Background: an optimization exercise with open tools, aiming at small area. Do not read the settings as production practice.
The RTL was checked by simulation tests, not by an equivalence proof against the original design.

## flow/design.v (module list and top-level ports; edited modules follow where they fit)
// module acf_tree_sq: 382 lines
// module acf_tree_mul: 743 lines
// module acf_fa: 10 lines
// module acf_ha: 9 lines
// module acf_hac: 9 lines
// module autocorrelation_top: 193 lines
module autocorrelation_top (
    input  logic               iClock,
    input  logic               rst_n,
    input  logic               sample_valid,
    input  acf_pkg::sample_t   sample,
    output logic               coef_valid,
    output acf_pkg::acf_coef_t coef,
    output logic               block_done,
    output logic               overrun
);
  // ...
==> flow/run.sh <==
#!/bin/bash
# synth_recipe.tcl (not shown) runs the flow's synth.tcl, then flattens the netlist and writes it again
# the make line also repeats each setting of config.mk as NAME=value (left out here)
make -C /OpenROAD-flow-scripts/flow DESIGN_CONFIG=/design/flow/config.mk WORK_HOME=/design/flow/orfs CLKGATE_MAP_FILE= SYNTH_SCRIPT=/design/flow/synth_recipe.tcl finish
==> flow/config.mk <==
export PLATFORM = sky130hd
export DESIGN_NAME = autocorrelation_top
export DESIGN_NICKNAME = autocorrelation_top
export VERILOG_FILES = /design/flow/design.v
export SDC_FILE = /design/flow/constraint.sdc
export NUM_CORES = 4
export LEC_CHECK = 0
export CAP_MARGIN = 20
export CORE_MARGIN = 2
export CORE_UTILIZATION = 40
export SLEW_MARGIN = 20
export SYNTH_HIERARCHICAL = 1
export SYNTH_MINIMUM_KEEP_SIZE = 0
==> flow/constraint.sdc <==
create_clock -name core_clock -period 7.5 [get_ports {iClock}]
set_input_delay 1.5000 -clock core_clock [delete_from_list [all_inputs] [get_ports {iClock}]]
set_output_delay 1.5000 -clock core_clock [all_outputs]
set_load 0.01 [all_outputs]
==> impl_metrics.yaml, run 1 <==
routing:
  vias_per_cell: 5.503
  first_pass_iters: 8
  m1WireLength_um: 82730
  wl_met3_um: 16330
status:
  status: "complete, but fails checks"
  violations: "setup timing"
cts:
  post_cts_buffers: 26
  htreeDepth: 3
  clkLatencyLatePin_ns: 0.67
global_routing:
  grt_util_met1_pct: 34.28
  grt_max_degree: 168
  grt_pass1_vias: 48590
floorplan:
  ios: 101
  rows: 143
  die-area_um2: 155700
layout:
  fin_area_um2: 69430
  layout_commonest_cell: "nand2_1"
  drive_gt1_share_pct: 14.03
logic_synthesis:
  synth_area_leader_cell: "fa_1"
  async_flop_share_pct: 3.209
  synth_compound_area_share_pct: 10.95
  synth_edf_count: 321
  synthAdderAreaFrac_pct: 39.30
  synth_seq_cells: 561
  synthTopCellsByArea: "fa_1 (33%), edfxtp_1 (16%), dfxtp_1 (7.3%)"
worst_setup_path:
  cpLargestDelayFamily: "simple AND/OR/NAND/NOR gates"
  endpoint: "coef[29]"
  worst_setup_path_start_kind: "register"
timing:
  fin_ws_ns: -0.4417
  finalSetupViolCount: 5
==> module acf_tree_sq, before the edit <==
module acf_tree_sq (
    input  logic [15:0] x,
    input  logic [36:0] accn,
    output logic [36:0] accn_next
);
    logic w1;
    logic w2;
    logic w4;
    logic w5;
    logic w7;
    logic w8;
    logic w10;
    logic w11;
    logic w13;
    logic w14;
    logic w16;
    logic w17;
    logic w19;
    logic w20;
    logic w22;
    logic w23;
    logic w25;
    logic w26;
    logic w28;
    logic w29;
    logic w31;
    logic w32;
    logic w34;
    logic w35;
    logic w37;
    logic w38;
    logic w40;
    logic w41;
    logic w43;
    logic w44;
    logic w46;
    logic w47;
    logic w49;
    logic w50;
    logic w52;
    logic w53;
    logic w55;
    logic w56;
    logic w58;
    logic w59;
    logic w61;
    logic w62;
    logic w64;
    logic w65;
    logic w67;
    logic w68;
    logic w70;
    logic w71;
    logic w73;
    logic w74;
    logic w76;
    logic w77;
    logic w79;
    logic w80;
    logic w82;
    logic w83;
    logic w85;
    logic w86;
    logic w88;
    logic w89;
    logic w91;
    logic w92;
    logic w94;
    logic w95;
    logic w97;
    logic w98;
    logic w100;
    logic w101;
    logic w103;
    logic w104;
    logic w106;
    logic w107;
    logic w109;
    logic w110;
    logic w112;
    logic w113;
    logic w115;
    logic w116;
    logic w118;
    logic w119;
    logic w121;
    logic w122;
    logic w124;
    logic w125;
    logic w127;
    logic w128;
    logic w130;
    logic w131;
    logic w133;
    logic w134;
    logic w136;
    logic w137;
    logic w139;
    logic w140;
    logic w142;
    logic w143;
    logic w145;
    logic w146;
    logic w148;
    logic w149;
    logic w151;
    logic w152;
    logic w154;
    logic w155;
    logic w157;
    logic w158;
    logic w160;
    logic w161;
    logic w163;
    logic w164;
    logic w166;
    logic w167;
    logic w169;
    logic w170;
    logic w172;
    logic w173;
    logic w175;
    logic w176;
    logic w178;
    logic w179;
    logic w181;
    logic w182;
    logic w184;
    logic w185;
    logic w187;
    logic w188;
    logic w190;
    logic w191;
    logic w193;
    logic w194;
    logic w196;
    logic w197;
    logic w199;
    logic w200;
    logic w202;
    logic w203;
    logic w205;
    logic w206;
    logic w208;
    logic w209;
    logic w211;
    logic w212;
    logic w214;
    logic w215;
    logic w217;
    logic w218;
    logic w220;
    logic w221;
    logic w223;
    logic w224;
    logic w226;
    logic w227;
    logic w229;
    logic w230;
    logic w232;
    logic w233;
    logic w235;
    logic w236;
    logic w238;
    logic w239;
    logic w241;
    logic w242;
    logic w244;
    logic w245;
    logic w247;
    logic w248;
    logic w250;
    logic w251;
    logic w253;
    logic w254;
    logic w256;
    logic w257;
    logic w259;
    logic w260;
    logic w262;
    logic w263;
    logic w265;
    logic w266;
    logic w268;
    logic w269;
    logic w271;
    logic w272;
    logic w274;
    logic w275;
    logic w277;
    logic w278;
    logic w280;
    logic w281;
    logic w283;
    logic w284;
    logic w286;
    logic w287;
    logic w289;
    logic w290;
    logic w292;
    logic w293;
    logic w295;
    logic w296;
    logic w298;
    logic w299;
    logic w301;
    logic w302;
    logic w304;
    logic w305;
    logic w307;
    logic w308;
    logic w310;
    logic w311;
    logic w313;
    logic w314;
    logic w316;
    logic w317;
    logic w319;
    logic w320;
    logic w322;
    logic w323;
    logic w325;
    logic w326;
    logic w328;
    logic w329;
    logic w331;
    logic w332;
    logic w334;
    logic w335;
    logic w337;
    logic w338;
    logic w340;
    logic w341;
    logic w343;
    logic w344;
    logic w346;
    logic w347;
    logic w349;
    logic w350;
    logic w352;
    logic w353;
    logic w355;
    logic w356;
    logic w358;
    logic w359;
    logic w361;
    logic w362;
    logic w363;
    logic w364;
    logic w365;
    logic w366;
    logic [36:0] r0, r1;
    acf_ha u3 (.a(accn[16]), .b((x[0] & x[15])), .s(w1), .co(w2));
    acf_hac u6 (.a(accn[10]), .b(~(x[0] & x[9])), .s(w4), .co(w5));
    acf_hac u9 (.a(accn[11]), .b(~(x[0] & x[10])), .s(w7), .co(w8));
    acf_fa u12 (.a(accn[12]), .b(~(x[0] & x[11])), .c(~(x[1] & x[10])), .s(w10), .co(w11));
    acf_hac u15 (.a(~(x[2] & x[9])), .b(~(x[3] & x[8])), .s(w13), .co(w14));
    acf_fa u18 (.a(accn[13]), .b(~(x[0] & x[12])), .c(~(x[1] & x[11])), .s(w16), .co(w17));
    acf_hac u21 (.a(~(x[2] & x[10])), .b(~(x[3] & x[9])), .s(w19), .co(w20));
    acf_fa u24 (.a(accn[14]), .b(~(x[0] & x[13])), .c(~(x[1] & x[12])), .s(w22), .co(w23));
    acf_fa u27 (.a(~(x[2] & x[11])), .b(~(x[3] & x[10])), .c(~(x[4] & x[9])), .s(w25), .co(w26));
    acf_hac u30 (.a(~(x[5] & x[8])), .b(~(x[6] & x[7])), .s(w28), .co(w29));
    acf_fa u33 (.a(accn[15]), .b(~(x[0] & x[14])), .c(~(x[1] & x[13])), .s(w31), .co(w32));
    acf_fa u36 (.a(~(x[2] & x[12])), .b(~(x[3] & x[11])), .c(~(x[4] & x[10])), .s(w34), .co(w35));
    acf_hac u39 (.a(~(x[5] & x[9])), .b(~(x[6] & x[8])), .s(w37), .co(w38));
    acf_fa u42 (.a(~(x[1] & x[14])), .b(~(x[2] & x[13])), .c(~(x[3] & x[12])), .s(w40), .co(w41));
    acf_fa u45 (.a(~(x[4] & x[11])), .b(~(x[5] & x[10])), .c(~(x[6] & x[9])), .s(w43), .co(w44));
    acf_fa u48 (.a(~(x[7] & x[8])), .b(~x[8]), .c(w1), .s(w46), .co(w47));
    acf_fa u51 (.a(accn[17]), .b((x[1] & x[15])), .c(~(x[2] & x[14])), .s(w49), .co(w50));
    acf_fa u54 (.a(~(x[3] & x[13])), .b(~(x[4] & x[12])), .c(~(x[5] & x[11])), .s(w52), .co(w53));
    acf_fa u57 (.a(~(x[6] & x[10])), .b(~(x[7] & x[9])), .c(w2), .s(w55), .co(w56));
    acf_fa u60 (.a(accn[18]), .b((x[2] & x[15])), .c(~(x[3] & x[14])), .s(w58), .co(w59));
    acf_fa u63 (.a(~(x[4] & x[13])), .b(~(x[5] & x[12])), .c(~(x[6] & x[11])), .s(w61), .co(w62));
    acf_fa u66 (.a(~(x[7] & x[10])), .b(~(x[8] & x[9])), .c(~x[9]), .s(w64), .co(w65));
    acf_fa u69 (.a(accn[19]), .b((x[3] & x[15])), .c(~(x[4] & x[14])), .s(w67), .co(w68));
    acf_fa u72 (.a(~(x[5] & x[13])), .b(~(x[6] & x[12])), .c(~(x[7] & x[11])), .s(w70), .co(w71));
    acf_fa u75 (.a(accn[20]), .b((x[4] & x[15])), .c(~(x[5] & x[14])), .s(w73), .co(w74));
    acf_fa u78 (.a(~(x[6] & x[13])), .b(~(x[7] & x[12])), .c(~(x[8] & x[11])), .s(w76), .co(w77));
    acf_fa u81 (.a(accn[21]), .b((x[5] & x[15])), .c(~(x[6] & x[14])), .s(w79), .co(w80));
    acf_fa u84 (.a(accn[22]), .b((x[6] & x[15])), .c(~(x[7] & x[14])), .s(w82), .co(w83));
    acf_hac u87 (.a(accn[6]), .b(~(x[0] & x[5])), .s(w85), .co(w86));
    acf_hac u90 (.a(accn[7]), .b(~(x[0] & x[6])), .s(w88), .co(w89));
    acf_fa u93 (.a(accn[8]), .b(~(x[0] & x[7])), .c(~(x[1] & x[6])), .s(w91), .co(w92));
    acf_hac u96 (.a(~(x[2] & x[5])), .b(~(x[3] & x[4])), .s(w94), .co(w95));
    acf_fa u99 (.a(accn[9]), .b(~(x[0] & x[8])), .c(~(x[1] & x[7])), .s(w97), .co(w98));
    acf_hac u102 (.a(~(x[2] & x[6])), .b(~(x[3] & x[5])), .s(w100), .co(w101));
    acf_fa u105 (.a(~(x[1] & x[8])), .b(~(x[2] & x[7])), .c(~(x[3] & x[6])), .s(w103), .co(w104));
    acf_fa u108 (.a(~(x[4] & x[5])), .b(~x[5]), .c(w4), .s(w106), .co(w107));
    acf_fa u111 (.a(~(x[1] & x[9])), .b(~(x[2] & x[8])), .c(~(x[3] & x[7])), .s(w109), .co(w110));
    acf_fa u114 (.a(~(x[4] & x[6])), .b(w5), .c(w7), .s(w112), .co(w113));
    acf_fa u117 (.a(~(x[4] & x[7])), .b(~(x[5] & x[6])), .c(~x[6]), .s(w115), .co(w116));
    acf_fa u120 (.a(w8), .b(w10), .c(w13), .s(w118), .co(w119));
    acf_fa u123 (.a(~(x[4] & x[8])), .b(~(x[5] & x[7])), .c(w11), .s(w121), .co(w122));
    acf_fa u126 (.a(w14), .b(w16), .c(w19), .s(w124), .co(w125));
    acf_fa u129 (.a(~x[7]), .b(w17), .c(w20), .s(w127), .co(w128));
    acf_fa u132 (.a(w22), .b(w25), .c(w28), .s(w130), .co(w131));
    acf_fa u135 (.a(w23), .b(w26), .c(w29), .s(w133), .co(w134));
    acf_fa u138 (.a(w31), .b(w34), .c(w37), .s(w136), .co(w137));
    acf_fa u141 (.a(w32), .b(w35), .c(w38), .s(w139), .co(w140));
    acf_fa u144 (.a(w40), .b(w43), .c(w46), .s(w142), .co(w143));
    acf_fa u147 (.a(w41), .b(w44), .c(w47), .s(w145), .co(w146));
    acf_fa u150 (.a(w49), .b(w52), .c(w55), .s(w148), .co(w149));
    acf_fa u153 (.a(w50), .b(w53), .c(w56), .s(w151), .co(w152));
    acf_fa u156 (.a(w58), .b(w61), .c(w64), .s(w154), .co(w155));
    acf_fa u159 (.a(~(x[8] & x[10])), .b(w59), .c(w62), .s(w157), .co(w158));
    acf_fa u162 (.a(w65), .b(w67), .c(w70), .s(w160), .co(w161));
    acf_fa u165 (.a(~(x[9] & x[10])), .b(~x[10]), .c(w68), .s(w163), .co(w164));
    acf_fa u168 (.a(w71), .b(w73), .c(w76), .s(w166), .co(w167));
    acf_fa u171 (.a(~(x[7] & x[13])), .b(~(x[8] & x[12])), .c(~(x[9] & x[11])), .s(w169), .co(w170));
    acf_fa u174 (.a(w74), .b(w77), .c(w79), .s(w172), .co(w173));
    acf_fa u177 (.a(~(x[8] & x[13])), .b(~(x[9] & x[12])), .c(~(x[10] & x[11])), .s(w175), .co(w176));
    acf_fa u180 (.a(~x[11]), .b(w80), .c(w82), .s(w178), .co(w179));
    acf_fa u183 (.a(accn[23]), .b((x[7] & x[15])), .c(~(x[8] & x[14])), .s(w181), .co(w182));
    acf_fa u186 (.a(~(x[9] & x[13])), .b(~(x[10] & x[12])), .c(w83), .s(w184), .co(w185));
    acf_fa u189 (.a(accn[24]), .b((x[8] & x[15])), .c(~(x[9] & x[14])), .s(w187), .co(w188));
    acf_fa u192 (.a(~(x[10] & x[13])), .b(~(x[11] & x[12])), .c(~x[12]), .s(w190), .co(w191));
    acf_fa u195 (.a(accn[25]), .b((x[9] & x[15])), .c(~(x[10] & x[14])), .s(w193), .co(w194));
    acf_fa u198 (.a(accn[26]), .b((x[10] & x[15])), .c(~(x[11] & x[14])), .s(w196), .co(w197));
    acf_hac u201 (.a(accn[4]), .b(~(x[0] & x[3])), .s(w199), .co(w200));
    acf_hac u204 (.a(accn[5]), .b(~(x[0] & x[4])), .s(w202), .co(w203));
    acf_fa u207 (.a(~(x[1] & x[4])), .b(~(x[2] & x[3])), .c(~x[3]), .s(w205), .co(w206));
    acf_fa u210 (.a(~(x[1] & x[5])), .b(~(x[2] & x[4])), .c(w86), .s(w208), .co(w209));
    acf_fa u213 (.a(~x[4]), .b(w89), .c(w91), .s(w211), .co(w212));
    acf_fa u216 (.a(w92), .b(w95), .c(w97), .s(w214), .co(w215));
    acf_fa u219 (.a(w98), .b(w101), .c(w103), .s(w217), .co(w218));
    acf_fa u222 (.a(w104), .b(w107), .c(w109), .s(w220), .co(w221));
    acf_fa u225 (.a(w110), .b(w113), .c(w115), .s(w223), .co(w224));
    acf_fa u228 (.a(w116), .b(w119), .c(w121), .s(w226), .co(w227));
    acf_fa u231 (.a(w122), .b(w125), .c(w127), .s(w229), .co(w230));
    acf_fa u234 (.a(w128), .b(w131), .c(w133), .s(w232), .co(w233));
    acf_fa u237 (.a(w134), .b(w137), .c(w139), .s(w235), .co(w236));
    acf_fa u240 (.a(w140), .b(w143), .c(w145), .s(w238), .co(w239));
    acf_fa u243 (.a(w146), .b(w149), .c(w151), .s(w241), .co(w242));
    acf_fa u246 (.a(w152), .b(w155), .c(w157), .s(w244), .co(w245));
    acf_fa u249 (.a(w158), .b(w161), .c(w163), .s(w247), .co(w248));
    acf_fa u252 (.a(w164), .b(w167), .c(w169), .s(w250), .co(w251));
    acf_fa u255 (.a(w170), .b(w173), .c(w175), .s(w253), .co(w254));
    acf_fa u258 (.a(w176), .b(w179), .c(w181), .s(w256), .co(w257));
    acf_fa u261 (.a(w182), .b(w185), .c(w187), .s(w259), .co(w260));
    acf_fa u264 (.a(~(x[11] & x[13])), .b(w188), .c(w191), .s(w262), .co(w263));
    acf_fa u267 (.a(~(x[12] & x[13])), .b(~x[13]), .c(w194), .s(w265), .co(w266));
    acf_fa u270 (.a(accn[27]), .b((x[11] & x[15])), .c(~(x[12] & x[14])), .s(w268), .co(w269));
    acf_fa u273 (.a(accn[28]), .b((x[12] & x[15])), .c(~(x[13] & x[14])), .s(w271), .co(w272));
    acf_hac u276 (.a(accn[2]), .b(~(x[0] & x[1])), .s(w274), .co(w275));
    acf_hac u279 (.a(accn[3]), .b(~(x[0] & x[2])), .s(w277), .co(w278));
    acf_fa u282 (.a(~(x[1] & x[2])), .b(~x[2]), .c(w199), .s(w280), .co(w281));
    acf_fa u285 (.a(~(x[1] & x[3])), .b(w200), .c(w202), .s(w283), .co(w284));
    acf_fa u288 (.a(w85), .b(w203), .c(w205), .s(w286), .co(w287));
    acf_fa u291 (.a(w88), .b(w206), .c(w208), .s(w289), .co(w290));
    acf_fa u294 (.a(w94), .b(w209), .c(w211), .s(w292), .co(w293));
    acf_fa u297 (.a(w100), .b(w212), .c(w214), .s(w295), .co(w296));
    acf_fa u300 (.a(w106), .b(w215), .c(w217), .s(w298), .co(w299));
    acf_fa u303 (.a(w112), .b(w218), .c(w220), .s(w301), .co(w302));
    acf_fa u306 (.a(w118), .b(w221), .c(w223), .s(w304), .co(w305));
    acf_fa u309 (.a(w124), .b(w224), .c(w226), .s(w307), .co(w308));
    acf_fa u312 (.a(w130), .b(w227), .c(w229), .s(w310), .co(w311));
    acf_fa u315 (.a(w136), .b(w230), .c(w232), .s(w313), .co(w314));
    acf_fa u318 (.a(w142), .b(w233), .c(w235), .s(w316), .co(w317));
    acf_fa u321 (.a(w148), .b(w236), .c(w238), .s(w319), .co(w320));
    acf_fa u324 (.a(w154), .b(w239), .c(w241), .s(w322), .co(w323));
    acf_fa u327 (.a(w160), .b(w242), .c(w244), .s(w325), .co(w326));
    acf_fa u330 (.a(w166), .b(w245), .c(w247), .s(w328), .co(w329));
    acf_fa u333 (.a(w172), .b(w248), .c(w250), .s(w331), .co(w332));
    acf_fa u336 (.a(w178), .b(w251), .c(w253), .s(w334), .co(w335));
    acf_fa u339 (.a(w184), .b(w254), .c(w256), .s(w337), .co(w338));
    acf_fa u342 (.a(w190), .b(w257), .c(w259), .s(w340), .co(w341));
    acf_fa u345 (.a(w193), .b(w260), .c(w262), .s(w343), .co(w344));
    acf_fa u348 (.a(w196), .b(w263), .c(w265), .s(w346), .co(w347));
    acf_fa u351 (.a(w197), .b(w266), .c(w268), .s(w349), .co(w350));
    acf_fa u354 (.a(~x[14]), .b(w269), .c(w271), .s(w352), .co(w353));
    acf_fa u357 (.a(accn[29]), .b((x[13] & x[15])), .c(w272), .s(w355), .co(w356));
    acf_fa u360 (.a(accn[30]), .b((x[14] & x[15])), .c(~x[15]), .s(w358), .co(w359));
    assign w361 = ~accn[31];
    assign w362 = ~accn[32];
    assign w363 = ~accn[33];
    assign w364 = ~accn[34];
    assign w365 = ~accn[35];
    assign w366 = ~accn[36];
    assign r0 = {accn[35], accn[34], accn[33], accn[32], accn[31], w359, w356, w353, w350, w347, w344, w341, w338, w335, w332, w329, w326, w323, w320, w317, w314, w311, w308, w305, w302, w299, w296, w293, w290, w287, w284, w281, w278, w275, ~x[1], accn[1], accn[0]};
    assign r1 = {w366, w365, w364, w363, w362, w361, w358, w355, w352, w349, w346, w343, w340, w337, w334, w331, w328, w325, w322, w319, w316, w313, w310, w307, w304, w301, w298, w295, w292, w289, w286, w283, w280, w277, w274, 1'b1, ~x[0]};
    assign accn_next = r0 + r1 + 1'b1;
endmodule
==> module acf_hac, before the edit <==
module acf_hac (
    input  logic a,
    input  logic b,
    output logic s,
    output logic co
);
    assign s  = ~(a ^ b);
    assign co = a | b;
endmodule
==> module autocorrelation_top, before the edit <==
module autocorrelation_top (
    input  logic               iClock,
    input  logic               rst_n,
    input  logic               sample_valid,
    input  acf_pkg::sample_t   sample,
    output logic               coef_valid,
    output acf_pkg::acf_coef_t coef,
    output logic               block_done,
    output logic               overrun
);
    logic [5:0]  count;
    logic        hnew;
    logic        hlast;
    logic        aclr;
    logic [15:0] x0, x1, x2, x3, x4;
    logic [15:0] xg;
    logic [36:0] accn0, accn1, accn2, accn3, accn4;
    logic [36:0] basen0, basen1, basen2, basen3, basen4;
    logic [36:0] nxtn0, nxtn1, nxtn2, nxtn3, nxtn4;
    logic        snap;
    always_ff @(posedge iClock or negedge rst_n) begin
        if (!rst_n) begin
            count <= '0;
            hnew  <= 1'b0;
            hlast <= 1'b0;
            aclr  <= 1'b1;
        end else begin
            hnew  <= sample_valid;
            hlast <= sample_valid && (count == 6'd63);
            if (sample_valid) begin
                count <= count + 1'b1;
            end
            if (hnew) begin
                aclr <= hlast;
            end
        end
    end
    always_ff @(posedge iClock) begin
        if (sample_valid) begin
            x0 <= sample;
            x1 <= (count == 6'd0) ? '0 : x0;
            x2 <= (count == 6'd0) ? '0 : x1;
            x3 <= (count == 6'd0) ? '0 : x2;
            x4 <= (count == 6'd0) ? '0 : x3;
        end
    end
    assign xg     = hnew ? x0 : '0;
    assign basen0 = accn0 | {37{aclr}};
    assign basen1 = accn1 | {37{aclr}};
    assign basen2 = accn2 | {37{aclr}};
    assign basen3 = accn3 | {37{aclr}};
    assign basen4 = accn4 | {37{aclr}};
    assign snap   = hnew && hlast;
    acf_tree_sq  t0 (.x(xg),          .accn(basen0), .accn_next(nxtn0));
    acf_tree_mul t1 (.x(xg), .h(x1), .accn(basen1), .accn_next(nxtn1));
    acf_tree_mul t2 (.x(xg), .h(x2), .accn(basen2), .accn_next(nxtn2));
    acf_tree_mul t3 (.x(xg), .h(x3), .accn(basen3), .accn_next(nxtn3));
    acf_tree_mul t4 (.x(xg), .h(x4), .accn(basen4), .accn_next(nxtn4));
    always_ff @(posedge iClock) begin
        accn0 <= nxtn0;
        accn1 <= nxtn1;
        accn2 <= nxtn2;
        accn3 <= nxtn3;
        accn4 <= nxtn4;
    end
    logic [36:0] hn0, hn1, hn2, hn3, hn4;
    logic        busy;
    logic        ld;
    logic        em;
    logic [2:0]  lag;
    logic [5:0]  cnt;
    logic [6:0]  ptr;
    logic [5:0]  p0;
    logic        z0;
    logic [23:0] sb;
    logic [23:0] rem;
    logic [24:0] q;
    logic [36:0] cur;
    logic        neg;
    logic [36:0] mag;
    logic [5:0]  lod;
    logic        zero;
    logic        bit_in;
    logic [24:0] rem2;
    logic [25:0] diff;
    logic        ge;
    logic [7:0]  expo;
    always_comb begin
        case (lag)
            3'd0:    cur = ~hn0;
            3'd1:    cur = ~hn1;
            3'd2:    cur = ~hn2;
            3'd3:    cur = ~hn3;
            default: cur = ~hn4;
        endcase
    end
    assign neg  = (lag != 3'd0) && cur[36];
    assign mag  = neg ? -cur : cur;
    assign zero = (cur == '0);
    always_comb begin
        lod = '0;
        for (int i = 0; i < 37; i++) begin
            if (mag[i]) begin
                lod = 6'(i);
            end
        end
    end
    assign bit_in = (cnt < 6'd24) && !ptr[6] && mag[ptr[5:0]];
    assign rem2   = {rem, bit_in};
    assign diff   = {1'b0, rem2} - {2'b00, sb};
    assign ge     = !diff[25];
    always_ff @(posedge iClock or negedge rst_n) begin
        if (!rst_n) begin
            busy       <= 1'b0;
            ld         <= 1'b0;
            em         <= 1'b0;
            lag        <= '0;
            coef_valid <= 1'b0;
            block_done <= 1'b0;
            overrun    <= 1'b0;
        end else begin
            coef_valid <= 1'b0;
            block_done <= 1'b0;
            overrun    <= snap && busy;
            if (!busy) begin
                if (snap) begin
                    busy       <= 1'b1;
                    lag        <= '0;
                    ld         <= 1'b1;
                    coef_valid <= 1'b1;
                end
            end else if (ld) begin
                ld <= 1'b0;
            end else if (em) begin
                em <= 1'b0;
                if (lag == 3'd4) begin
                    busy <= 1'b0;
                end else begin
                    lag <= lag + 1'b1;
                    ld  <= 1'b1;
                end
            end else if (lag == 3'd0) begin
                if (cnt == 6'd23) begin
                    lag <= 3'd1;
                    ld  <= 1'b1;
                end
            end else if (cnt == 6'd47) begin
                em         <= 1'b1;
                coef_valid <= 1'b1;
                block_done <= (lag == 3'd4);
            end
        end
    end
    always_ff @(posedge iClock) begin
        if (!busy && snap) begin
            hn0 <= nxtn0;
            hn1 <= nxtn1;
            hn2 <= nxtn2;
            hn3 <= nxtn3;
            hn4 <= nxtn4;
        end
        if (ld) begin
            ptr <= {1'b0, lod};
            cnt <= '0;
            rem <= '0;
            if (lag == 3'd0) begin
                p0 <= lod;
                z0 <= zero;
            end
        end else begin
            ptr <= ptr - 1'b1;
            cnt <= cnt + 1'b1;
            if (lag == 3'd0) begin
                sb <= {sb[22:0], bit_in};
            end else begin
                rem <= ge ? diff[23:0] : rem2[23:0];
                q   <= {q[23:0], ge};
            end
        end
    end
    assign expo = 8'd126 + {2'b00, lod} - {2'b00, p0} + {7'd0, q[24]};
    always_comb begin
        coef.lag     = {1'b0, lag};
        coef.raw_sum = {{6{neg}}, cur};
        if (lag == 3'd0) begin
            coef.norm = zero ? 32'd0 : 32'h3F80_0000;
        end else if (zero || z0) begin
            coef.norm = '0;
        end else begin
            coef.norm = {neg, expo, q[24] ? q[23:1] : q[22:0]};
        end
    end
endmodule
==> run 2: changes to the inputs <==
--- a/flow/design.v
+++ b/flow/design.v
@@ -397,17 +397,214 @@
     assign w361 = ~accn[31];
     assign w362 = ~accn[32];
     assign w363 = ~accn[33];
     assign w364 = ~accn[34];
     assign w365 = ~accn[35];
     assign w366 = ~accn[36];
     assign r0 = {accn[35], accn[34], accn[33], accn[32], accn[31], w359, w356, w353, w350, w347, w344, w341, w338, w335, w332, w329, w326, w323, w320, w317, w314, w311, w308, w305, w302, w299, w296, w293, w290, w287, w284, w281, w278, w275, ~x[1], accn[1], accn[0]};
     assign r1 = {w366, w365, w364, w363, w362, w361, w358, w355, w352, w349, w346, w343, w340, w337, w334, w331, w328, w325, w322, w319, w316, w313, w310, w307, w304, w301, w298, w295, w292, w289, w286, w283, w280, w277, w274, 1'b1, ~x[0]};
-    assign accn_next = r0 + r1 + 1'b1;
+    logic [7:0] sr;
+    logic [36:0] g, p, c;
+    assign g = r0 & r1;
+    assign p = r0 ^ r1;
+    logic [36:0] G0, P0;
+    assign G0 = {g[36:1], g[0] | p[0]};
+    assign P0 = p;
+    acf_hac f0 (.a(r0[0]), .b(r1[0]), .s(sr[0]), .co(c[0]));
+    acf_fa f1 (.a(r0[1]), .b(r1[1]), .c(c[0]), .s(sr[1]), .co(c[1]));
+    acf_fa f2 (.a(r0[2]), .b(r1[2]), .c(c[1]), .s(sr[2]), .co(c[2]));
+    acf_fa f3 (.a(r0[3]), .b(r1[3]), .c(c[2]), .s(sr[3]), .co(c[3]));
+    acf_fa f4 (.a(r0[4]), .b(r1[4]), .c(c[3]), .s(sr[4]), .co(c[4]));
+    acf_fa f5 (.a(r0[5]), .b(r1[5]), .c(c[4]), .s(sr[5]), .co(c[5]));
+    acf_fa f6 (.a(r0[6]), .b(r1[6]), .c(c[5]), .s(sr[6]), .co(c[6]));
+    acf_fa f7 (.a(r0[7]), .b(r1[7]), .c(c[6]), .s(sr[7]), .co(c[7]));
+    logic Gh1_8, Ph1_8;
+    assign Gh1_8 = G0[8] | (P0[8] & c[7]);
+    assign Ph1_8 = P0[8] & 1'b0;
+    logic Gh1_10, Ph1_10;
+    assign Gh1_10 = G0[10] | (P0[10] & G0[9]);
+    assign Ph1_10 = P0[10] & P0[9];
+    logic Gh1_12, Ph1_12;
+    assign Gh1_12 = G0[12] | (P0[12] & G0[11]);
+    assign Ph1_12 = P0[12] & P0[11];
+    logic Gh1_14, Ph1_14;
+    assign Gh1_14 = G0[14] | (P0[14] & G0[13]);
+    assign Ph1_14 = P0[14] & P0[13];
+    logic Gh1_16, Ph1_16;
+    assign Gh1_16 = G0[16] | (P0[16] & G0[15]);
+    assign Ph1_16 = P0[16] & P0[15];
+    logic Gh1_18, Ph1_18;
+    assign Gh1_18 = G0[18] | (P0[18] & G0[17]);
+    assign Ph1_18 = P0[18] & P0[17];
+    logic Gh1_20, Ph1_20;
+    assign Gh1_20 = G0[20] | (P0[20] & G0[19]);
+    assign Ph1_20 = P0[20] & P0[19];
+    logic Gh1_22, Ph1_22;
+    assign Gh1_22 = G0[22] | (P0[22] & G0[21]);
+    assign Ph1_22 = P0[22] & P0[21];
+    logic Gh1_24, Ph1_24;
+    assign Gh1_24 = G0[24] | (P0[24] & G0[23]);
+    assign Ph1_24 = P0[24] & P0[23];
+    logic Gh1_26, Ph1_26;
+    assign Gh1_26 = G0[26] | (P0[26] & G0[25]);
+    assign Ph1_26 = P0[26] & P0[25];
+    logic Gh1_28, Ph1_28;
+    assign Gh1_28 = G0[28] | (P0[28] & G0[27]);
+    assign Ph1_28 = P0[28] & P0[27];
+    logic Gh1_30, Ph1_30;
+    assign Gh1_30 = G0[30] | (P0[30] & G0[29]);
+    assign Ph1_30 = P0[30] & P0[29];
+    logic Gh1_32, Ph1_32;
+    assign Gh1_32 = G0[32] | (P0[32] & G0[31]);
+    assign Ph1_32 = P0[32] & P0[31];
+    logic Gh1_34, Ph1_34;
+    assign Gh1_34 = G0[34] | (P0[34] & G0[33]);
+    assign Ph1_34 = P0[34] & P0[33];
+    logic Gh1_36, Ph1_36;
+    assign Gh1_36 = G0[36] | (P0[36] & G0[35]);
+    assign Ph1_36 = P0[36] & P0[35];
+    logic Gh2_10, Ph2_10;
+    assign Gh2_10 = Gh1_10 | (Ph1_10 & Gh1_8);
+    assign Ph2_10 = Ph1_10 & Ph1_8;
+    logic Gh2_14, Ph2_14;
+    assign Gh2_14 = Gh1_14 | (Ph1_14 & Gh1_12);
+    assign Ph2_14 = Ph1_14 & Ph1_12;
+    logic Gh2_18, Ph2_18;
+    assign Gh2_18 = Gh1_18 | (Ph1_18 & Gh1_16);
+    assign Ph2_18 = Ph1_18 & Ph1_16;
+    logic Gh2_22, Ph2_22;
+    assign Gh2_22 = Gh1_22 | (Ph1_22 & Gh1_20);
+    assign Ph2_22 = Ph1_22 & Ph1_20;
+    logic Gh2_26, Ph2_26;
+    assign Gh2_26 = Gh1_26 | (Ph1_26 & Gh1_24);
+    assign Ph2_26 = Ph1_26 & Ph1_24;
+    logic Gh2_30, Ph2_30;
+    assign Gh2_30 = Gh1_30 | (Ph1_30 & Gh1_28);
+    assign Ph2_30 = Ph1_30 & Ph1_28;
+    logic Gh2_34, Ph2_34;
+    assign Gh2_34 = Gh1_34 | (Ph1_34 & Gh1_32);
+    assign Ph2_34 = Ph1_34 & Ph1_32;
+    logic Gh3_14, Ph3_14;
+    assign Gh3_14 = Gh2_14 | (Ph2_14 & Gh2_10);
+    assign Ph3_14 = Ph2_14 & Ph2_10;
+    logic Gh3_22, Ph3_22;
+    assign Gh3_22 = Gh2_22 | (Ph2_22 & Gh2_18);
+    assign Ph3_22 = Ph2_22 & Ph2_18;
+    logic Gh3_30, Ph3_30;
+    assign Gh3_30 = Gh2_30 | (Ph2_30 & Gh2_26);
+    assign Ph3_30 = Ph2_30 & Ph2_26;
+    logic Gh4_22, Ph4_22;
+    assign Gh4_22 = Gh3_22 | (Ph3_22 & Gh3_14);
+    assign Ph4_22 = Ph3_22 & Ph3_14;
+    logic Gh7_30, Ph7_30;
+    assign Gh7_30 = Gh3_30 | (Ph3_30 & Gh4_22);
+    assign Ph7_30 = Ph3_30 & Ph4_22;
+    logic Gh8_18, Ph8_18;
+    assign Gh8_18 = Gh2_18 | (Ph2_18 & Gh3_14);
+    assign Ph8_18 = Ph2_18 & Ph3_14;
+    logic Gh8_26, Ph8_26;
+    assign Gh8_26 = Gh2_26 | (Ph2_26 & Gh4_22);
+    assign Ph8_26 = Ph2_26 & Ph4_22;
+    logic Gh8_34, Ph8_34;
+    assign Gh8_34 = Gh2_34 | (Ph2_34 & Gh7_30);
+    assign Ph8_34 = Ph2_34 & Ph7_30;
+    logic Gh9_12, Ph9_12;
+    assign Gh9_12 = Gh1_12 | (Ph1_12 & Gh2_10);
+    assign Ph9_12 = Ph1_12 & Ph2_10;
+    logic Gh9_16, Ph9_16;
+    assign Gh9_16 = Gh1_16 | (Ph1_16 & Gh3_14);
+    assign Ph9_16 = Ph1_16 & Ph3_14;
+    logic Gh9_20, Ph9_20;
+    assign Gh9_20 = Gh1_20 | (Ph1_20 & Gh8_18);
+    assign Ph9_20 = Ph1_20 & Ph8_18;
+    logic Gh9_24, Ph9_24;
+    assign Gh9_24 = Gh1_24 | (Ph1_24 & Gh4_22);
+    assign Ph9_24 = Ph1_24 & Ph4_22;
+    logic Gh9_28, Ph9_28;
+    assign Gh9_28 = Gh1_28 | (Ph1_28 & Gh8_26);
+    assign Ph9_28 = Ph1_28 & Ph8_26;
+    logic Gh9_32, Ph9_32;
+    assign Gh9_32 = Gh1_32 | (Ph1_32 & Gh7_30);
+    assign Ph9_32 = Ph1_32 & Ph7_30;
+    logic Gh9_36, Ph9_36;
+    assign Gh9_36 = Gh1_36 | (Ph1_36 & Gh8_34);
+    assign Ph9_36 = Ph1_36 & Ph8_34;
+    logic Gh10_9, Ph10_9;
+    assign Gh10_9 = G0[9] | (P0[9] & Gh1_8);
+    assign Ph10_9 = P0[9] & Ph1_8;
+    logic Gh10_11, Ph10_11;
+    assign Gh10_11 = G0[11] | (P0[11] & Gh2_10);
+    assign Ph10_11 = P0[11] & Ph2_10;
+    logic Gh10_13, Ph10_13;
+    assign Gh10_13 = G0[13] | (P0[13] & Gh9_12);
+    assign Ph10_13 = P0[13] & Ph9_12;
+    logic Gh10_15, Ph10_15;
+    assign Gh10_15 = G0[15] | (P0[15] & Gh3_14);
+    assign Ph10_15 = P0[15] & Ph3_14;
+    logic Gh10_17, Ph10_17;
+    assign Gh10_17 = G0[17] | (P0[17] & Gh9_16);
+    assign Ph10_17 = P0[17] & Ph9_16;
+    logic Gh10_19, Ph10_19;
+    assign Gh10_19 = G0[19] | (P0[19] & Gh8_18);
+    assign Ph10_19 = P0[19] & Ph8_18;
+    logic Gh10_21, Ph10_21;
+    assign Gh10_21 = G0[21] | (P0[21] & Gh9_20);
+    assign Ph10_21 = P0[21] & Ph9_20;
+    logic Gh10_23, Ph10_23;
+    assign Gh10_23 = G0[23] | (P0[23] & Gh4_22);
+    assign Ph10_23 = P0[23] & Ph4_22;
+    logic Gh10_25, Ph10_25;
+    assign Gh10_25 = G0[25] | (P0[25] & Gh9_24);
+    assign Ph10_25 = P0[25] & Ph9_24;
+    logic Gh10_27, Ph10_27;
+    assign Gh10_27 = G0[27] | (P0[27] & Gh8_26);
+    assign Ph10_27 = P0[27] & Ph8_26;
+    logic Gh10_29, Ph10_29;
+    assign Gh10_29 = G0[29] | (P0[29] & Gh9_28);
+    assign Ph10_29 = P0[29] & Ph9_28;
+    logic Gh10_31, Ph10_31;
+    assign Gh10_31 = G0[31] | (P0[31] & Gh7_30);
+    assign Ph10_31 = P0[31] & Ph7_30;
+    logic Gh10_33, Ph10_33;
+    assign Gh10_33 = G0[33] | (P0[33] & Gh9_32);
+    assign Ph10_33 = P0[33] & Ph9_32;
+    logic Gh10_35, Ph10_35;
+    assign Gh10_35 = G0[35] | (P0[35] & Gh8_34);
+    assign Ph10_35 = P0[35] & Ph8_34;
+    assign c[8] = Gh1_8;
+    assign c[9] = Gh10_9;
+    assign c[10] = Gh2_10;
+    assign c[11] = Gh10_11;
+    assign c[12] = Gh9_12;
+    assign c[13] = Gh10_13;
+    assign c[14] = Gh3_14;
+    assign c[15] = Gh10_15;
+    assign c[16] = Gh9_16;
+    assign c[17] = Gh10_17;
+    assign c[18] = Gh8_18;
+    assign c[19] = Gh10_19;
+    assign c[20] = Gh9_20;
+    assign c[21] = Gh10_21;
+    assign c[22] = Gh4_22;
+    assign c[23] = Gh10_23;
+    assign c[24] = Gh9_24;
+    assign c[25] = Gh10_25;
+    assign c[26] = Gh8_26;
+    assign c[27] = Gh10_27;
+    assign c[28] = Gh9_28;
+    assign c[29] = Gh10_29;
+    assign c[30] = Gh7_30;
+    assign c[31] = Gh10_31;
+    assign c[32] = Gh9_32;
+    assign c[33] = Gh10_33;
+    assign c[34] = Gh8_34;
+    assign c[35] = Gh10_35;
+    assign c[36] = Gh9_36;
+    assign accn_next = {p[36:8] ^ c[35:7], sr};
 endmodule
 module acf_tree_mul (
     input  logic [15:0] x,
     input  logic [15:0] h,
     input  logic [36:0] accn,
     output logic [36:0] accn_next
 );
     logic w1;
@@ -1140,17 +1337,214 @@
     assign w721 = ~accn[31];
     assign w722 = ~accn[32];
     assign w723 = ~accn[33];
     assign w724 = ~accn[34];
     assign w725 = ~accn[35];
     assign w726 = ~accn[36];
     assign r0 = {accn[35], accn[34], accn[33], accn[32], accn[31], w719, w716, w713, w710, w707, w704, w701, w698, w695, w692, w689, w686, w683, w680, w677, w674, w671, w668, w665, w662, w659, w656, w653, w650, w647, w644, w641, w638, w635, w632, ~(x[1] & h[0]), accn[0]};
     assign r1 = {w726, w725, w724, w723, w722, w721, w718, w715, w712, w709, w706, w703, w700, w697, w694, w691, w688, w685, w682, w679, w676, w673, w670, w667, w664, w661, w658, w655, w652, w649, w646, w643, w640, w637, w634, w631, ~(x[0] & h[0])};
-    assign accn_next = r0 + r1 + 1'b1;
+    logic [7:0] sr;
+    logic [36:0] g, p, c;
+    assign g = r0 & r1;
+    assign p = r0 ^ r1;
+    logic [36:0] G0, P0;
+    assign G0 = {g[36:1], g[0] | p[0]};
+    assign P0 = p;
+    acf_hac f0 (.a(r0[0]), .b(r1[0]), .s(sr[0]), .co(c[0]));
+    acf_fa f1 (.a(r0[1]), .b(r1[1]), .c(c[0]), .s(sr[1]), .co(c[1]));
+    acf_fa f2 (.a(r0[2]), .b(r1[2]), .c(c[1]), .s(sr[2]), .co(c[2]));
+    acf_fa f3 (.a(r0[3]), .b(r1[3]), .c(c[2]), .s(sr[3]), .co(c[3]));
+    acf_fa f4 (.a(r0[4]), .b(r1[4]), .c(c[3]), .s(sr[4]), .co(c[4]));
+    acf_fa f5 (.a(r0[5]), .b(r1[5]), .c(c[4]), .s(sr[5]), .co(c[5]));
+    acf_fa f6 (.a(r0[6]), .b(r1[6]), .c(c[5]), .s(sr[6]), .co(c[6]));
+    acf_fa f7 (.a(r0[7]), .b(r1[7]), .c(c[6]), .s(sr[7]), .co(c[7]));
+    logic Gh1_8, Ph1_8;
+    assign Gh1_8 = G0[8] | (P0[8] & c[7]);
+    assign Ph1_8 = P0[8] & 1'b0;
+    logic Gh1_10, Ph1_10;
+    assign Gh1_10 = G0[10] | (P0[10] & G0[9]);
+    assign Ph1_10 = P0[10] & P0[9];
+    logic Gh1_12, Ph1_12;
+    assign Gh1_12 = G0[12] | (P0[12] & G0[11]);
+    assign Ph1_12 = P0[12] & P0[11];
+    logic Gh1_14, Ph1_14;
+    assign Gh1_14 = G0[14] | (P0[14] & G0[13]);
+    assign Ph1_14 = P0[14] & P0[13];
+    logic Gh1_16, Ph1_16;
+    assign Gh1_16 = G0[16] | (P0[16] & G0[15]);
+    assign Ph1_16 = P0[16] & P0[15];
+    logic Gh1_18, Ph1_18;
+    assign Gh1_18 = G0[18] | (P0[18] & G0[17]);
+    assign Ph1_18 = P0[18] & P0[17];
+    logic Gh1_20, Ph1_20;
+    assign Gh1_20 = G0[20] | (P0[20] & G0[19]);
+    assign Ph1_20 = P0[20] & P0[19];
+    logic Gh1_22, Ph1_22;
+    assign Gh1_22 = G0[22] | (P0[22] & G0[21]);
+    assign Ph1_22 = P0[22] & P0[21];
+    logic Gh1_24, Ph1_24;
+    assign Gh1_24 = G0[24] | (P0[24] & G0[23]);
+    assign Ph1_24 = P0[24] & P0[23];
+    logic Gh1_26, Ph1_26;
+    assign Gh1_26 = G0[26] | (P0[26] & G0[25]);
+    assign Ph1_26 = P0[26] & P0[25];
+    logic Gh1_28, Ph1_28;
+    assign Gh1_28 = G0[28] | (P0[28] & G0[27]);
+    assign Ph1_28 = P0[28] & P0[27];
+    logic Gh1_30, Ph1_30;
+    assign Gh1_30 = G0[30] | (P0[30] & G0[29]);
+    assign Ph1_30 = P0[30] & P0[29];
+    logic Gh1_32, Ph1_32;
+    assign Gh1_32 = G0[32] | (P0[32] & G0[31]);
+    assign Ph1_32 = P0[32] & P0[31];
+    logic Gh1_34, Ph1_34;
+    assign Gh1_34 = G0[34] | (P0[34] & G0[33]);
+    assign Ph1_34 = P0[34] & P0[33];
+    logic Gh1_36, Ph1_36;
+    assign Gh1_36 = G0[36] | (P0[36] & G0[35]);
+    assign Ph1_36 = P0[36] & P0[35];
+    logic Gh2_10, Ph2_10;
+    assign Gh2_10 = Gh1_10 | (Ph1_10 & Gh1_8);
+    assign Ph2_10 = Ph1_10 & Ph1_8;
+    logic Gh2_14, Ph2_14;
+    assign Gh2_14 = Gh1_14 | (Ph1_14 & Gh1_12);
+    assign Ph2_14 = Ph1_14 & Ph1_12;
+    logic Gh2_18, Ph2_18;
+    assign Gh2_18 = Gh1_18 | (Ph1_18 & Gh1_16);
+    assign Ph2_18 = Ph1_18 & Ph1_16;
+    logic Gh2_22, Ph2_22;
+    assign Gh2_22 = Gh1_22 | (Ph1_22 & Gh1_20);
+    assign Ph2_22 = Ph1_22 & Ph1_20;
+    logic Gh2_26, Ph2_26;
+    assign Gh2_26 = Gh1_26 | (Ph1_26 & Gh1_24);
+    assign Ph2_26 = Ph1_26 & Ph1_24;
+    logic Gh2_30, Ph2_30;
+    assign Gh2_30 = Gh1_30 | (Ph1_30 & Gh1_28);
+    assign Ph2_30 = Ph1_30 & Ph1_28;
+    logic Gh2_34, Ph2_34;
+    assign Gh2_34 = Gh1_34 | (Ph1_34 & Gh1_32);
+    assign Ph2_34 = Ph1_34 & Ph1_32;
+    logic Gh3_14, Ph3_14;
+    assign Gh3_14 = Gh2_14 | (Ph2_14 & Gh2_10);
+    assign Ph3_14 = Ph2_14 & Ph2_10;
+    logic Gh3_22, Ph3_22;
+    assign Gh3_22 = Gh2_22 | (Ph2_22 & Gh2_18);
+    assign Ph3_22 = Ph2_22 & Ph2_18;
+    logic Gh3_30, Ph3_30;
+    assign Gh3_30 = Gh2_30 | (Ph2_30 & Gh2_26);
+    assign Ph3_30 = Ph2_30 & Ph2_26;
+    logic Gh4_22, Ph4_22;
+    assign Gh4_22 = Gh3_22 | (Ph3_22 & Gh3_14);
+    assign Ph4_22 = Ph3_22 & Ph3_14;
+    logic Gh7_30, Ph7_30;
+    assign Gh7_30 = Gh3_30 | (Ph3_30 & Gh4_22);
+    assign Ph7_30 = Ph3_30 & Ph4_22;
+    logic Gh8_18, Ph8_18;
+    assign Gh8_18 = Gh2_18 | (Ph2_18 & Gh3_14);
+    assign Ph8_18 = Ph2_18 & Ph3_14;
+    logic Gh8_26, Ph8_26;
+    assign Gh8_26 = Gh2_26 | (Ph2_26 & Gh4_22);
+    assign Ph8_26 = Ph2_26 & Ph4_22;
+    logic Gh8_34, Ph8_34;
+    assign Gh8_34 = Gh2_34 | (Ph2_34 & Gh7_30);
+    assign Ph8_34 = Ph2_34 & Ph7_30;
+    logic Gh9_12, Ph9_12;
+    assign Gh9_12 = Gh1_12 | (Ph1_12 & Gh2_10);
+    assign Ph9_12 = Ph1_12 & Ph2_10;
+    logic Gh9_16, Ph9_16;
+    assign Gh9_16 = Gh1_16 | (Ph1_16 & Gh3_14);
+    assign Ph9_16 = Ph1_16 & Ph3_14;
+    logic Gh9_20, Ph9_20;
+    assign Gh9_20 = Gh1_20 | (Ph1_20 & Gh8_18);
+    assign Ph9_20 = Ph1_20 & Ph8_18;
+    logic Gh9_24, Ph9_24;
+    assign Gh9_24 = Gh1_24 | (Ph1_24 & Gh4_22);
+    assign Ph9_24 = Ph1_24 & Ph4_22;
+    logic Gh9_28, Ph9_28;
+    assign Gh9_28 = Gh1_28 | (Ph1_28 & Gh8_26);
+    assign Ph9_28 = Ph1_28 & Ph8_26;
+    logic Gh9_32, Ph9_32;
+    assign Gh9_32 = Gh1_32 | (Ph1_32 & Gh7_30);
+    assign Ph9_32 = Ph1_32 & Ph7_30;
+    logic Gh9_36, Ph9_36;
+    assign Gh9_36 = Gh1_36 | (Ph1_36 & Gh8_34);
+    assign Ph9_36 = Ph1_36 & Ph8_34;
+    logic Gh10_9, Ph10_9;
+    assign Gh10_9 = G0[9] | (P0[9] & Gh1_8);
+    assign Ph10_9 = P0[9] & Ph1_8;
+    logic Gh10_11, Ph10_11;
+    assign Gh10_11 = G0[11] | (P0[11] & Gh2_10);
+    assign Ph10_11 = P0[11] & Ph2_10;
+    logic Gh10_13, Ph10_13;
+    assign Gh10_13 = G0[13] | (P0[13] & Gh9_12);
+    assign Ph10_13 = P0[13] & Ph9_12;
+    logic Gh10_15, Ph10_15;
+    assign Gh10_15 = G0[15] | (P0[15] & Gh3_14);
+    assign Ph10_15 = P0[15] & Ph3_14;
+    logic Gh10_17, Ph10_17;
+    assign Gh10_17 = G0[17] | (P0[17] & Gh9_16);
+    assign Ph10_17 = P0[17] & Ph9_16;
+    logic Gh10_19, Ph10_19;
+    assign Gh10_19 = G0[19] | (P0[19] & Gh8_18);
+    assign Ph10_19 = P0[19] & Ph8_18;
+    logic Gh10_21, Ph10_21;
+    assign Gh10_21 = G0[21] | (P0[21] & Gh9_20);
+    assign Ph10_21 = P0[21] & Ph9_20;
+    logic Gh10_23, Ph10_23;
+    assign Gh10_23 = G0[23] | (P0[23] & Gh4_22);
+    assign Ph10_23 = P0[23] & Ph4_22;
+    logic Gh10_25, Ph10_25;
+    assign Gh10_25 = G0[25] | (P0[25] & Gh9_24);
+    assign Ph10_25 = P0[25] & Ph9_24;
+    logic Gh10_27, Ph10_27;
+    assign Gh10_27 = G0[27] | (P0[27] & Gh8_26);
+    assign Ph10_27 = P0[27] & Ph8_26;
+    logic Gh10_29, Ph10_29;
+    assign Gh10_29 = G0[29] | (P0[29] & Gh9_28);
+    assign Ph10_29 = P0[29] & Ph9_28;
+    logic Gh10_31, Ph10_31;
+    assign Gh10_31 = G0[31] | (P0[31] & Gh7_30);
+    assign Ph10_31 = P0[31] & Ph7_30;
+    logic Gh10_33, Ph10_33;
+    assign Gh10_33 = G0[33] | (P0[33] & Gh9_32);
+    assign Ph10_33 = P0[33] & Ph9_32;
+    logic Gh10_35, Ph10_35;
+    assign Gh10_35 = G0[35] | (P0[35] & Gh8_34);
+    assign Ph10_35 = P0[35] & Ph8_34;
+    assign c[8] = Gh1_8;
+    assign c[9] = Gh10_9;
+    assign c[10] = Gh2_10;
+    assign c[11] = Gh10_11;
+    assign c[12] = Gh9_12;
+    assign c[13] = Gh10_13;
+    assign c[14] = Gh3_14;
+    assign c[15] = Gh10_15;
+    assign c[16] = Gh9_16;
+    assign c[17] = Gh10_17;
+    assign c[18] = Gh8_18;
+    assign c[19] = Gh10_19;
+    assign c[20] = Gh9_20;
+    assign c[21] = Gh10_21;
+    assign c[22] = Gh4_22;
+    assign c[23] = Gh10_23;
+    assign c[24] = Gh9_24;
+    assign c[25] = Gh10_25;
+    assign c[26] = Gh8_26;
+    assign c[27] = Gh10_27;
+    assign c[28] = Gh9_28;
+    assign c[29] = Gh10_29;
+    assign c[30] = Gh7_30;
+    assign c[31] = Gh10_31;
+    assign c[32] = Gh9_32;
+    assign c[33] = Gh10_33;
+    assign c[34] = Gh8_34;
+    assign c[35] = Gh10_35;
+    assign c[36] = Gh9_36;
+    assign accn_next = {p[36:8] ^ c[35:7], sr};
 endmodule
 module acf_fa (
     input  logic a,
     input  logic b,
     input  logic c,
     output logic s,
     output logic co
 );
@@ -1161,24 +1555,38 @@
     input  logic a,
     input  logic b,
     output logic s,
     output logic co
 );
     assign s  = a ^ b;
     assign co = a & b;
 endmodule
+module acf_xn (
+    input  logic a,
+    input  logic b,
+    output logic y
+);
+    assign y = ~(a ^ b);
+endmodule
+module acf_or (
+    input  logic a,
+    input  logic b,
+    output logic y
+);
+    assign y = a | b;
+endmodule
 module acf_hac (
     input  logic a,
     input  logic b,
     output logic s,
     output logic co
 );
-    assign s  = ~(a ^ b);
-    assign co = a | b;
+    acf_xn u0 (.a(a), .b(b), .y(s));
+    acf_or u1 (.a(a), .b(b), .y(co));
 endmodule
 module autocorrelation_top (
     input  logic               iClock,
     input  logic               rst_n,
     input  logic               sample_valid,
     input  acf_pkg::sample_t   sample,
     output logic               coef_valid,
     output acf_pkg::acf_coef_t coef,
@@ -1244,16 +1652,18 @@
     logic        busy;
     logic        ld;
     logic        em;
     logic [2:0]  lag;
     logic [5:0]  cnt;
     logic [6:0]  ptr;
     logic [5:0]  p0;
     logic        z0;
+    logic        zk;
+    logic [7:0]  ebase;
     logic [23:0] sb;
     logic [23:0] rem;
     logic [24:0] q;
     logic [36:0] cur;
     logic        neg;
     logic [36:0] mag;
     logic [5:0]  lod;
     logic        zero;
@@ -1335,36 +1745,38 @@
             hn2 <= nxtn2;
             hn3 <= nxtn3;
             hn4 <= nxtn4;
         end
         if (ld) begin
             ptr <= {1'b0, lod};
             cnt <= '0;
             rem <= '0;
+            zk    <= zero;
+            ebase <= 8'd126 + {2'b00, lod} - {2'b00, p0};
             if (lag == 3'd0) begin
                 p0 <= lod;
                 z0 <= zero;
             end
         end else begin
             ptr <= ptr - 1'b1;
             cnt <= cnt + 1'b1;
             if (lag == 3'd0) begin
                 sb <= {sb[22:0], bit_in};
             end else begin
                 rem <= ge ? diff[23:0] : rem2[23:0];
                 q   <= {q[23:0], ge};
             end
         end
     end
-    assign expo = 8'd126 + {2'b00, lod} - {2'b00, p0} + {7'd0, q[24]};
+    assign expo = ebase + {7'd0, q[24]};
     always_comb begin
         coef.lag     = {1'b0, lag};
         coef.raw_sum = {{6{neg}}, cur};
         if (lag == 3'd0) begin
             coef.norm = zero ? 32'd0 : 32'h3F80_0000;
-        end else if (zero || z0) begin
+        end else if (zk || z0) begin
             coef.norm = '0;
         end else begin
             coef.norm = {neg, expo, q[24] ? q[23:1] : q[22:0]};
         end
     end
 endmodule
==> impl_metrics.yaml, run 2 <==
worst_setup_path:
  cp_slowest_cell: "clkdlybuf4s50_1"
  path_cells: "ha_1 > ha_1 > buf_4 > or2b_2 > nand2_8 > o2bb2ai_2 > ha_1 > nand2_1 > or4_4 > a211o_4 > nor3_2 > buf_4 > nand4_1 > or2_1 > buf_4 > o21ai_0 > o21ai_0 > clkdlybuf4s50_1"
  crit_buf_inv: 4
  endpoint: "coef[23]"
  r2r-end: "hn4[30]$_DFFE_PP_"
  crit_type: "register to output pin"
  cpPeakStageDelay_ns: 0.57
  cp_num_cells: 18
  crit_required_ns: 6.00
  critPathCaptureType: "output pin"
  regToRegStartpoint: "aclr$_DFFE_PN1P_"
  worst_setup_path_start_kind: "register"
  crit_arrival_ns: 5.70
  ff2ff_setup_slack_ns: 0.38
  rr_worst_depth: 18
  path_max_fanout: 16
  startpoint: "lag[0]$_DFFE_PN0P_"
  cpLargestDelayFamily: "simple AND/OR/NAND/NOR gates"
routing:
  finalWirelength_um: 180500
  vias_per_cell: 5.499
  vias: 40850
  first_pass_iters: 8
  drt_iter0_markers: 3416
  drtAntennaViolNets: 0
  wl_per_cell_um: 24.30
  route.detailed.drc: 0
timing:
  finalCritPeriodShare_pct: 96.03
  finalHoldViolCount: 0
  worst_pin_slew_ns: 1.105
  slew_viol_final: 0
  timing.fmax_mhz: 138.8
  finalCriticalPeriod_ns: 7.202
  tns_ns: 0
  whs_ns: 0.4510
  finalSetupViolCount: 0
  finalClockSkew_ns: 0.02985
  relSlewSlack_pct: 26.31
layout:
  layout.nets: 6778
  fin_cells: 7428
  layout_commonest_cell: "nand2_1"
  final_cell_mix: "nand2_1 (1,146), fa_1 (1,113), edfxtp_1 (330), inv_1 (278), dfxtp_1 (222)"
  syn2layout_area_growth_pct: 11.80
  drive_gt1_share_pct: 11.30
  nFillCells: 13320
  fin_area_um2: 64560
cts:
  cts-root-buf: "clkbuf_16"
  clockBufferDepth: 3
  htreeDepth: 3
  clock_sinks: 570
  cts_hold_buf: 0
  clkLatencyLatePin_ns: 0.67
  tritoncts: "yes"
  clkTransAtPathRegs_ns: 0.06
  numCtsBuffers: 73
logic_synthesis:
  synth_seq_cells: 570
  synthTopCellsByArea: "fa_1 (39%), edfxtp_1 (17%), dfxtp_1 (7.7%)"
  synth_area_um2: 57750
  synth.net_count: 6642
  synth_area_leader_cell: "fa_1"
  synthTopCellsByCount: "nand2_1 (1,147), fa_1 (1,113), edfxtp_1 (330)"
  synth_edf_count: 330
  yosysWarnings: 7
  ys.flop_type: "edfxtp_1"
  async_flop_share_pct: 3.158
  yosysMostFrequentCell: "nand2_1"
  synth.distinct_cells: 106
  seq_area_frac_synth_pct: 25.64
  synthCells: 5328
  netlist.area_leader.share_pct: 38.59
  syn_area_per_cell_um2: 10.84
placement:
  postPlaceCellArea_um2: 61890
  dp_cells: 7278
  gp_congestion: 0.9752
  port_buffers: 99
  dp_hpwl_um: 136200
job:
  drv_cap: 0
global_routing:
  grt_pass1_wl_um: 277200
  antenna_found_initial: 10
  grt.overflow.total: 0
  grt_use_total_pct: 25.00
  grt_max_degree: 174
  grt_pass1_vias: 44170
floorplan:
  start_util_pct: 40.25
  fp.dieW_um: 384.0
  die-area_um2: 147400
  coreArea_um2: 143500
  rows: 139
  die_h_um: 384.0
  ios: 101
min_path:
  worstHoldPathType: "register to register"
  hp-start: "sb[5]$_DFFE_PP_"
status:
  status: "no timing/DRC/antenna violations"
-- run 2: changes by cell type in the layout (fill, tap and decap cells not counted), sizes merged, moves of 31 or more --
cell	delta
inv	-204
buf	-171
ha	-123
a21oi	-122
fa	+106
a21o	-87
nor2	-82
or2	+72
and2	+60
nor2b	-49
a31oi	-35
a211oi	-33
xor2	-33
nand2	-31
-- run 2: logic make-up (layout without fill, tap and decap cells) --
family / count (synthesis) / count (layout) / share of synthesized area (%)
AO/OA/AOI/OAI: 549 / 549 / 6.799
XOR/XNOR: 218 / 218 / 3.306
adder cells (fa/ha/maj): 1295 / 1295 / 42.53
buffers and inverters: 540 / 736 / 3.696
flip-flops: 570 / 570 / 25.64
multiplexers: 37 / 37 / 0.6500
other: 2 / 3 / 0.01301
AND/OR/NAND/NOR: 2117 / 2117 / 17.37
-- run 2: per-stage QoR --
stage | setup WS [ns] | util [%]
after CTS | 0.01368 | 44.86
after detailed placement | -0.1784 | 43.13
after global placement | -0.1601 | 43.14
after global routing | -0.01646 | 44.99
after floorplan | 0.03546 | -
final | 0.2979 | 45.00
-- run 2: per-module statistics from Yosys, one instance, submodules excluded, a selection --
module,cell area (um^2),times used,flops+latches
acf_tree_mul,2420,4,0
autocorrelation_top,24240,1,570
acf_ha,12.51,5,0
acf_tree_sq,1836,1,0
acf_fa,20.02,1036,0
acf_xn,8.758,79,0
acf_or,6.256,79,0
-- run 2: worst min-delay path by stage --
stage	endpoint	slack, ns	cells past startpoint
after floorplan	cnt[0]$_SDFF_PP0_	0.42	1
after global placement	cnt[0]$_SDFF_PP0_	0.43	1
after detailed placement	sb[4]$_DFFE_PP_	0.44	0
after CTS	sb[4]$_DFFE_PP_	0.45	0
after global routing	q[24]$_DFFE_PP_	0.47	0
final	sb[6]$_DFFE_PP_	0.45	0
-- run 2: cell type report --
class / count / area, um^2 / share of cell area [%]
diodes: 1 / 2.502 / 0.003876
clock buffers: 90 / 1953 / 3.025
clock inverters: 45 / 496.7 / 0.7694
inverters: 290 / 1089 / 1.686
multi-input cells: 4218 / 40960 / 63.44
flip-flops and latches: 570 / 14810 / 22.94
well taps: 1903 / 2381 / 3.688
repair buffers: 311 / 2870 / 4.446
-- run 2: routing by layer --
metal	share of wire [%]	global-route usage, %	vias to the layer above
met2	47	39.85	1644
li1	-	-	17570
met1	42	34.01	21230
met5	0.037	0	-
met3	7.3	4.693	388
met4	4.1	9.194	10
-- run 2: timing repair --
action / in CTS / in global routing
endpoints found under the setup margin: 5 / 32
pin swaps: 1 / 9
buffers inserted: 1 / 13
endpoints found under the hold margin: 0 / 0
cloned: 0 / 0
gates resized for setup: 6 / 21

==> separate check: timing with driven ports <==
In the flow no input, the clock included, has a driving cell. The finished layouts below were timed again as built, in two steps.
Step 1 sets driving cells, clkbuf_16 on the clock port and buf_2 on the other inputs (assumed; they add their load-dependent delay and slew).
Step 2 also shifts input and output timing later by t, the mid clock arrival at the registers, as if the neighbouring blocks saw the same clock.
Slacks: no drivers / after step 1 / after step 2; pairs: no drivers / after step 1.
run	t, ns	setup slack, ns	hold slack, ns	slew at the worst register clock pin (ns)
run 1	0.736	-0.442 / -0.525 / 0.211	0.450 / 0.450 / 0.450	0.07 / 0.07
run 2	0.740	0.298 / 0.216 / 0.384	0.451 / 0.451 / 0.451	0.07 / 0.07
